Background: an optimization exercise with open tools, aiming at small area, a short achievable clock period and few clock cycles. Do not read the settings as production practice.
Function was checked by simulation only, so behaviour that the tests miss may differ from the original.
Power figures rest on the tool's default switching activity, not on a simulated workload.

## flow/config.mk

```make
export PLATFORM = sky130hd
export DESIGN_NAME = beacon_rssi_aggregator
export DESIGN_NICKNAME = beacon_rssi_aggregator
export VERILOG_FILES = /design/flow/design.v
export SDC_FILE = /design/flow/constraint.sdc
export NUM_CORES = 4
export LEC_CHECK = 0
export CAP_MARGIN = 20
export CORE_MARGIN = 2
export CORE_UTILIZATION = 40
export SLEW_MARGIN = 20
```

## flow/constraint.sdc

```tcl
create_clock -name core_clock -period 12.0 [get_ports {clk}]
set_input_delay 2.4000 -clock core_clock [delete_from_list [all_inputs] [get_ports {clk}]]
set_output_delay 2.4000 -clock core_clock [all_outputs]
set_load 0.01 [all_outputs]
```

## flow/design.v

```verilog
package bra_pkg;
  localparam int unsigned SAMPLES = 5;
  localparam logic [15:0] COUNT_MAX = 16'hFFFF;
  localparam logic [31:0] WRAP_HALF = 32'h8000_0000;
  localparam logic CMD_OBSERVE = 1'b0;
  localparam logic CMD_FINISH  = 1'b1;
  localparam logic KIND_BEACON  = 1'b0;
  localparam logic KIND_SUMMARY = 1'b1;
endpackage
module bra_divider (
  input  logic               clk,
  input  logic               rst_n,
  input  logic               start,
  input  logic signed [23:0] dividend,
  input  logic        [15:0] divisor,
  output logic               busy,
  output logic               done,
  output logic signed [7:0]  quotient
);
  logic [23:0] rem_r, rem_nxt;
  logic [23:0] quo_r, quo_nxt;
  logic [15:0] dsr_r;
  logic        neg_r;
  logic [4:0]  cnt_r, cnt_nxt;
  logic        busy_r, done_r;
  logic [24:0] trial;
  logic [23:0] mag;
  logic [23:0] qs;
  assign mag = dividend[23] ? (~dividend + 24'd1) : dividend;
  assign trial = {rem_r, quo_r[23]} - {9'd0, dsr_r};
  always_comb begin
    rem_nxt = {rem_r[22:0], quo_r[23]};
    quo_nxt = {quo_r[22:0], 1'b0};
    cnt_nxt = cnt_r - 5'd1;
    if (!trial[24]) begin
      rem_nxt = trial[23:0];
      quo_nxt[0] = 1'b1;
    end
  end
  always_ff @(posedge clk) begin
    if (!rst_n) begin
      busy_r <= 1'b0;
      done_r <= 1'b0;
      cnt_r  <= '0;
    end else begin
      done_r <= 1'b0;
      if (start) begin
        busy_r <= 1'b1;
        cnt_r  <= 5'd24;
        rem_r  <= '0;
        quo_r  <= mag;
        dsr_r  <= divisor;
        neg_r  <= dividend[23];
      end else if (busy_r) begin
        rem_r <= rem_nxt;
        quo_r <= quo_nxt;
        cnt_r <= cnt_nxt;
        if (cnt_r == 5'd1) begin
          busy_r <= 1'b0;
          done_r <= 1'b1;
        end
      end
    end
  end
  assign qs = neg_r ? (~quo_r + 24'd1) : quo_r;
  assign quotient = (dsr_r == 16'd0) ? 8'sd0 : qs[7:0];
  assign busy = busy_r;
  assign done = done_r;
endmodule
module beacon_rssi_aggregator #(
  parameter int TABLE_ENTRIES = 8
) (
  input  logic         clk,
  input  logic         rst_n,
  input  logic         in_tvalid,
  output logic         in_tready,
  input  logic [127:0] in_tdata,
  input  logic         in_tuser,
  output logic         out_tvalid,
  input  logic         out_tready,
  output logic [159:0] out_tdata,
  output logic         out_tuser,
  output logic         out_tlast
);
  localparam int EW = (TABLE_ENTRIES > 1) ? $clog2(TABLE_ENTRIES) : 1;
  localparam int UW = $clog2(TABLE_ENTRIES + 1);
  localparam int SD = TABLE_ENTRIES * bra_pkg::SAMPLES;
  localparam int SW = $clog2(SD);
  typedef enum logic [8:0] {
    S_IDLE   = 9'b000000001,
    S_SEARCH = 9'b000000010,
    S_UPDATE = 9'b000000100,
    S_LOAD   = 9'b000001000,
    S_SORT   = 9'b000010000,
    S_DIV    = 9'b000100000,
    S_SCORE  = 9'b001000000,
    S_EMIT   = 9'b010000000,
    S_SUMM   = 9'b100000000
  } state_t;
  state_t state_r;
  logic               i_cmd, i_known, i_ok;
  logic        [47:0] i_id;
  logic        [7:0]  i_track;
  logic signed [7:0]  i_rssi, i_tx;
  logic        [31:0] i_seen;
  logic        [15:0] i_prior;
  assign i_cmd   = in_tuser;
  assign i_id    = in_tdata[47:0];
  assign i_known = in_tdata[48];
  assign i_track = in_tdata[56:49];
  assign i_rssi  = in_tdata[64:57];
  assign i_tx    = in_tdata[72:65];
  assign i_seen  = in_tdata[104:73];
  assign i_ok    = in_tdata[105];
  assign i_prior = in_tdata[121:106];
  logic        [47:0] h_id_r;
  logic        [7:0]  h_track_r;
  logic signed [7:0]  h_rssi_r, h_tx_r;
  logic        [31:0] h_seen_r;
  logic               h_ok_r;
  logic        [15:0] h_prior_r;
  logic        [47:0] e_id    [TABLE_ENTRIES];
  logic        [7:0]  e_track [TABLE_ENTRIES];
  logic signed [23:0] e_sum   [TABLE_ENTRIES];
  logic        [15:0] e_cnt   [TABLE_ENTRIES];
  logic        [2:0]  e_kept  [TABLE_ENTRIES];
  logic signed [7:0]  e_peak  [TABLE_ENTRIES];
  logic signed [7:0]  e_ptx   [TABLE_ENTRIES];
  logic        [31:0] e_lat   [TABLE_ENTRIES];
  logic signed [7:0]  e_trim  [TABLE_ENTRIES];
  logic signed [7:0]  e_mean  [TABLE_ENTRIES];
  logic signed [7:0]  samp_mem [SD];
  logic [UW-1:0] used_r;
  logic [15:0]   raw_r, drops_r;
  logic [UW-1:0] idx_r;
  logic [EW-1:0] ix;
  logic [EW-1:0] best_r;
  logic signed [7:0] best_val_r;
  logic signed [7:0]  v_r [bra_pkg::SAMPLES];
  logic [2:0]         ld_r;
  logic [3:0]         st_r;
  logic [SW-1:0]      rd_addr;
  logic signed [7:0]  rd_data_r;
  logic               rd_en;
  logic signed [23:0] div_a;
  logic [15:0]        div_b;
  logic               div_start, div_busy, div_done;
  logic signed [7:0]  div_q;
  logic [159:0] od_r;
  logic         ou_r, ol_r, ov_r;
  logic         out_load;
  assign ix = idx_r[EW-1:0];
  bra_divider u_div (
    .clk(clk), .rst_n(rst_n), .start(div_start), .dividend(div_a),
    .divisor(div_b), .busy(div_busy), .done(div_done), .quotient(div_q)
  );
  logic [2:0] pi, pj;
  always_comb begin
    case (st_r)
      4'd0: begin pi = 3'd0; pj = 3'd1; end
      4'd1: begin pi = 3'd0; pj = 3'd2; end
      4'd2: begin pi = 3'd0; pj = 3'd3; end
      4'd3: begin pi = 3'd0; pj = 3'd4; end
      4'd4: begin pi = 3'd1; pj = 3'd2; end
      4'd5: begin pi = 3'd1; pj = 3'd3; end
      4'd6: begin pi = 3'd1; pj = 3'd4; end
      4'd7: begin pi = 3'd2; pj = 3'd3; end
      4'd8: begin pi = 3'd2; pj = 3'd4; end
      4'd9: begin pi = 3'd3; pj = 3'd4; end
      default: begin pi = 3'd0; pj = 3'd1; end
    endcase
  end
  logic signed [23:0] tsum;
  logic [2:0]         tdiv;
  always_comb begin
    if (e_kept[ix] == 3'(bra_pkg::SAMPLES)) begin
      tsum = 24'(v_r[1]) + 24'(v_r[2]) + 24'(v_r[3]);
      tdiv = 3'd3;
    end else begin
      tsum = 24'(v_r[0]) + 24'(v_r[1]) + 24'(v_r[2]) + 24'(v_r[3]);
      tdiv = e_kept[ix];
    end
  end
  logic [9:0]        tmag, tq;
  logic [20:0]       tprod;
  logic signed [7:0] tval;
  always_comb begin
    tmag  = tsum[23] ? 10'(-tsum) : tsum[9:0];
    tprod = {11'd0, tmag} * 21'd683;
    case (tdiv)
      3'd1: tq = tmag;
      3'd2: tq = {1'b0, tmag[9:1]};
      3'd3: tq = tprod[20:11];
      3'd4: tq = {2'b0, tmag[9:2]};
      default: tq = '0;
    endcase
    tval = tsum[23] ? -(8'(tq)) : 8'(tq);
  end
  assign div_start = (state_r == S_SORT) && (st_r == 4'd10);
  assign div_a = e_sum[ix];
  assign div_b = e_cnt[ix];
  assign rd_en   = (state_r == S_LOAD) && (ld_r < 3'(bra_pkg::SAMPLES));
  assign rd_addr = SW'(int'(ix) * bra_pkg::SAMPLES + int'(ld_r));
  logic        hit;
  logic [SW-1:0] wr_addr;
  assign hit = (e_id[ix] == h_id_r);
  assign wr_addr = SW'(int'(ix) * bra_pkg::SAMPLES + int'(e_kept[ix]));
  always_ff @(posedge clk) begin
    if (rd_en) rd_data_r <= samp_mem[rd_addr];
    if (state_r == S_UPDATE && e_kept[ix] < 3'(bra_pkg::SAMPLES)) samp_mem[wr_addr] <= h_rssi_r;
  end
  logic [16:0] dsum;
  logic [15:0] sdrop;
  assign dsum = {1'b0, h_prior_r} + {1'b0, drops_r};
  assign sdrop = !h_ok_r ? h_prior_r : (dsum[16] ? bra_pkg::COUNT_MAX : dsum[15:0]);
  assign out_load = (state_r == S_EMIT || state_r == S_SUMM) && (!ov_r || out_tready);
  always_ff @(posedge clk) begin
    if (!rst_n) begin
      state_r <= S_IDLE;
      used_r  <= '0;
      raw_r   <= '0;
      drops_r <= '0;
      ov_r    <= 1'b0;
    end else begin
      if (out_load) ov_r <= 1'b1;
      else if (out_tready) ov_r <= 1'b0;
      case (state_r)
        S_IDLE: begin
          if (in_tvalid && in_tready) begin
            h_id_r <= i_id; h_track_r <= i_track; h_rssi_r <= i_rssi;
            h_tx_r <= i_tx; h_seen_r <= i_seen; h_ok_r <= i_ok;
            h_prior_r <= i_prior;
            idx_r <= '0;
            ld_r <= '0;
            if (i_cmd == bra_pkg::CMD_FINISH) begin
              state_r <= (i_ok && used_r != '0) ? S_LOAD : S_SUMM;
            end else begin
              if (raw_r != bra_pkg::COUNT_MAX) raw_r <= raw_r + 16'd1;
              if (i_known) state_r <= S_SEARCH;
            end
          end
        end
        S_SEARCH: begin
          if (idx_r == used_r) begin
            if (used_r == UW'(TABLE_ENTRIES)) begin
              if (drops_r != bra_pkg::COUNT_MAX) drops_r <= drops_r + 16'd1;
              state_r <= S_IDLE;
            end else begin
              e_id[ix] <= h_id_r; e_track[ix] <= h_track_r;
              e_sum[ix] <= '0; e_cnt[ix] <= '0; e_kept[ix] <= '0;
              e_peak[ix] <= h_rssi_r; e_ptx[ix] <= h_tx_r; e_lat[ix] <= h_seen_r;
              used_r <= used_r + UW'(1);
              state_r <= S_UPDATE;
            end
          end else if (hit) begin
            state_r <= S_UPDATE;
          end else begin
            idx_r <= idx_r + UW'(1);
          end
        end
        S_UPDATE: begin
          if (e_cnt[ix] != bra_pkg::COUNT_MAX) begin
            e_cnt[ix] <= e_cnt[ix] + 16'd1;
            e_sum[ix] <= e_sum[ix] + 24'(h_rssi_r);
          end
          if (e_kept[ix] < 3'(bra_pkg::SAMPLES)) e_kept[ix] <= e_kept[ix] + 3'd1;
          if (h_rssi_r > e_peak[ix]) begin
            e_peak[ix] <= h_rssi_r;
            e_ptx[ix] <= h_tx_r;
          end
          if ((h_seen_r - e_lat[ix]) < bra_pkg::WRAP_HALF) e_lat[ix] <= h_seen_r;
          state_r <= S_IDLE;
        end
        S_LOAD: begin
          if (ld_r != 3'd0) begin
            v_r[ld_r - 3'd1] <= (ld_r - 3'd1 < e_kept[ix]) ? rd_data_r : 8'sd0;
          end
          if (ld_r == 3'(bra_pkg::SAMPLES)) begin
            st_r <= (e_kept[ix] == 3'(bra_pkg::SAMPLES)) ? 4'd0 : 4'd10;
            state_r <= S_SORT;
          end else begin
            ld_r <= ld_r + 3'd1;
          end
        end
        S_SORT: begin
          if (st_r == 4'd10) begin
            e_trim[ix] <= tval;
            state_r <= S_DIV;
          end else begin
            if (v_r[pi] > v_r[pj]) begin
              v_r[pi] <= v_r[pj];
              v_r[pj] <= v_r[pi];
            end
            st_r <= st_r + 4'd1;
          end
        end
        S_DIV: begin
          if (div_done) begin
            e_mean[ix] <= div_q;
            state_r <= S_SCORE;
          end
        end
        S_SCORE: begin
          if (idx_r == '0 || e_trim[ix] > best_val_r) begin
            best_r <= ix;
            best_val_r <= e_trim[ix];
          end
          ld_r <= '0;
          if (idx_r + UW'(1) == used_r) begin
            idx_r <= '0;
            state_r <= S_EMIT;
          end else begin
            idx_r <= idx_r + UW'(1);
            state_r <= S_LOAD;
          end
        end
        S_EMIT: begin
          if (out_load) begin
            od_r <= {7'd0, 16'd0, (ix == best_r), e_cnt[ix], e_lat[ix], e_ptx[ix],
                     e_peak[ix], e_mean[ix], e_trim[ix], e_track[ix], e_id[ix]};
            ou_r <= bra_pkg::KIND_BEACON;
            ol_r <= 1'b0;
            if (idx_r + UW'(1) == used_r) state_r <= S_SUMM;
            else idx_r <= idx_r + UW'(1);
          end
        end
        S_SUMM: begin
          if (out_load) begin
            od_r <= {7'd0, sdrop, 1'b0, raw_r, 120'd0};
            ou_r <= bra_pkg::KIND_SUMMARY;
            ol_r <= 1'b1;
            used_r <= '0;
            raw_r <= '0;
            drops_r <= '0;
            state_r <= S_IDLE;
          end
        end
        default: state_r <= S_IDLE;
      endcase
    end
  end
  assign in_tready  = (state_r == S_IDLE) && !ov_r;
  assign out_tvalid = ov_r;
  assign out_tdata  = od_r;
  assign out_tuser  = ou_r;
  assign out_tlast  = ol_r;
endmodule
```

## flow/run.sh

```bash
#!/bin/bash
# synth_recipe.tcl (not shown) runs the flow's synth.tcl, then flattens the netlist and writes it again
# the make line also repeats each setting of config.mk as NAME=value (left out here)
make -C /OpenROAD-flow-scripts/flow DESIGN_CONFIG=/design/flow/config.mk WORK_HOME=/design/flow/orfs CLKGATE_MAP_FILE= SYNTH_SCRIPT=/design/flow/synth_recipe.tcl finish
```

==> run notes <==
worst skew pair latency=a little under 0.9 ns; die area=approximately 230,000 um2; multiplexer share of the synthesized area=0.141; placed wire-length estimate=around 130,000 um; RSZ-0062 raised after global routing=false; worst-path fanout max=8; Worst EP required=12.51 ns; Yosys reg bits=between 2,000 and 2,500; Final Skew=~0.066 ns; pin count of the biggest net entering global routing=between 100 and 150; Post-synth EDFFs=roughly 2,100; Critical path origin=v_r[3][2]; final worst-path cycle share=0.842; Die H=480 um; Seq pwr share=0.381; share of cells above drive strength 1=0.173; CP peak stage delay=between 0.6 and 0.7 ns; total gr overflow=0; Worst-Margin Slew=roughly 1.2 ns; vias in the first global route=between 40,000 and 50,000; XOR/XNOR share of the synthesized area=0.0220; Final Hold Fails=0; Adder-Cell Fraction of Synth Area=0.0403; GRT Util Overall=0.184; CP dominant cell by count=fa_1; top cells by area, synth=edfxtp_1 68%, mux4_2 11%, ha_1 3.1%; Vias per Instance=approximately 5.4; CTS tree=yes; CTS root buffer=clkbuf_16; Static Leak=35.3 nW; R2R depth=30; Slowest cell on crit path=fa_1; die width=around 480 um; I/O Pins=between 200 and 300; nature of the critical path startpoint=register; number of nets in the layout=roughly 6,000; Max Used Layer=met5; critical setup path kind=reg -> reg; Worst R2R End=e_trim[0][6]; Final Max Tran Viols=0; Worst setup EP type=register; Yosys warnings=2; GPL Wtd Cong=0.825; Tmin final=about 10 ns; Synth Cell Area=about 91,000 um2; IO Port Bufs=between 200 and 300; DRT iter0 DRCs=a little under 4,000; setup tns final=0 ns; drt first pass iters=5; Main synth FF type=edfxtp_1; Resize count post-CTS=0; status=no timing/DRC/antenna violations; VDD IR max=around 0.25 mV; part of the Yosys area used for sequential elements=0.696; # Post-CTS Setup Buffers=0; Area Overhead vs Synth=15.2%; WL met2=about 110,000 um; Cell Pwr Density=~230 nW/um2; top cell type's share of synthesized area=0.683; distinct cell type count after synthesis=86; Detail Route Antenna Nets=0; crit path to=e_trim[0][6]; worst-case clock buffer depth=3; simple-gate portion of the synthesized area=0.0504; CTS Hold Buffers Added=0; largest family of logic cells by synthesized area=multiplexers; fraction of power consumed by combinational cells=0.343; H-tree lvl count=4; CTS Sinks=~2,100; # rows=174; core area=225,000 um2; fraction of registers with async set/reset=0; total CTS buffers=~220; Min Hold Slack=a little under 0.5 ns; Psw=7.62 mW; crit path DAT=about 11 ns; r2r startpoint=v_r[3][2]; # setup viols final=0; Clk pwr share=0.276; first-pass GRT wire length=around 320,000 um; syn_area_per_cell=17.5 um2; cell-internal power=approximately 16 mW; synthesized netlist cell count=about 5,200; WL final=approximately 210,000 um; drt wl/cell=roughly 24 um; Fmax achieved=0.0990 GHz; max-cap violations=0; vias=47,300; initial antenna violation count=5; wl on met1=about 93,000 um; Sw Ratio=0.325; Synth Area in Compound Gates=0.0325; DRC Markers=0; r2r setup slk=around 1.9 ns; Worst Hold Class=reg -> reg; CTS clk-pin slew, worst paths=about 0.06 ns; Initial Util=0.402; leading area contributor after synthesis=edfxtp_1; slew margin rel.=0.225; wire length on met3=10,600 um
worst min path at each step:
stage	from	to	slack [ns]	depth (start not counted)
floorplan	raw_r[13]	raw_r[13]	0.46	2
global placement	raw_r[13]	raw_r[13]	0.47	2
detailed placement	raw_r[13]	raw_r[13]	0.49	2
CTS	raw_r[13]	raw_r[13]	0.49	2
global route	raw_r[13]	raw_r[13]	0.51	2
finish	raw_r[13]	raw_r[13]	0.49	2
cells in the mapped netlist (43+ instances only):
cell / instances
inv_1: 186
nor2b_1: 53
o21ai_0: 124
clkbuf_1: 99
buf_2: 57
nor2_1: 470
nand3_1: 77
a21oi_1: 138
mux2i_1: 184
xor2_1: 66
mux2_2: 89
fa_1: 43
nand2_1: 148
edfxtp_1: 2058
dfxtp_1: 61
mux4_2: 438
ha_1: 223
xnor2_1: 160
power by group through the flow:
stage                     clock network, mW  registers, mW  logic [mW]
after global routing                   6.90           8.98        8.87
after global placement                    0           9.10        8.00
final                                  6.47           8.95        8.04
after floorplan                           0           9.00        5.94
after detailed placement                  0           9.11        8.08
after CTS                              6.61           8.96        8.13
cells by family (layout without fill, tap and decap cells):
group	after synthesis	in the layout
fa+ha+maj	266	266
flops	2119	2119
other cells	1	10
buf+inv	386	972
simple gates	986	986
mux	712	712
compound gates	471	471
xor+xnor	227	227
flip-flops by register name (all words and copies together), names as in the netlist, 32 cells and up, named ones only:
signal    cells
e_id        384
samp_mem    320
e_lat       256
e_sum       192
od_r        153
e_cnt       128
e_mean       64
e_peak       64
e_ptx        64
e_track      64
e_trim       64
v_r          64
h_id_r       48
h_seen_r     32
layout by cell type (no fill, tap or decap), types with 38 or more instances in the layout:
master | Yosys | routed
nand2_1 | 148 | 148
nor2b_1 | 53 | 45
xor2_1 | 66 | 66
clkbuf_16 | 0 | 219
dfxtp_1 | 61 | 58
o21ai_0 | 124 | 122
nor2_1 | 470 | 453
mux4_2 | 438 | 438
ha_1 | 223 | 222
edfxtp_1 | 2058 | 2058
mux2_2 | 89 | 89
a21o_1 | 38 | 38
inv_1 | 186 | 185
clkbuf_1 | 99 | 52
fa_1 | 43 | 42
a21oi_1 | 138 | 138
mux2i_1 | 184 | 184
nand3_1 | 77 | 77
xnor2_1 | 160 | 157
buf_4 | 16 | 104
clkinv_1 | 0 | 55
clkdlybuf4s50_1 | 0 | 282
cell type report:
class                           count  area [um2]
Clock inverter                    120        1140
Antenna cell                        3        7.51
Sequential cell                  2119       63000
Inverter                          187         709
Clock buffer                      273        5700
Multi-Input combinational cell   2669       26200
Tap cell                         2992        3740
Fill cell                       19100      121000
Timing Repair Buffer              392        3710
metal layers:
layer	up-vias	GRT usage
met5	-	0
met4	2	0.0447
met3	283	0.0261
met2	1200	0.307
met1	24700	0.255
li1	21100	-
worst max-delay path: cells and delay by family, from the launching register on:
family                     cells  cell delay, ns
AOI/OAI and AO/OA             11            3.71
buffers and inverters          3            0.31
and+or+nand+nor                4            0.63
xor gates and xnor gates       3            0.86
DFF                            1            0.43
adders and majority gates      9            3.84
through the flow:
stage	power (mW)	instances	util	cell area [um2]	worst slack [ns]
2_1_floorplan	14.9	5174	-	90500	3.38
4_1_cts	23.7	8752	0.463	104000	1.89
6_report	23.5	8755	0.464	104000	1.90
3_3_place_gp	17.1	8358	0.433	97300	2.09
5_1_grt	24.7	8754	0.463	104000	1.10
3_5_place_dp	17.2	8359	0.433	97400	2.02
Testbench counts, summed over its fixed seeds: cycles 59,572.

port drivers added, routing unchanged:
The flow's constraints put no driver on any port. The routed layout listed below was extracted and timed again, unchanged, in two steps. Step 1 assumes that a clkbuf_16 drives the clock port and a buf_2 every other input. Step 2 also shifts input and output timing later by t, the mid clock arrival at the registers, as if the neighbouring blocks saw the same clock. Slacks: ideal / step 1 / step 2; pairs: ideal / step 1.
t, ns: 0.925
slack for setup (ns): 1.895 / 1.895 / 1.895
latest minus earliest clock arrival (ns): 0.070 / 0.070
worst data-port slew with drivers (ns): 0.13
cell pins on the clock port's net: 1
After both steps this run still meets setup and hold. For this run, drivers alone change the setup slack by 0.000 ns; drivers and shift together by 0.000 ns.
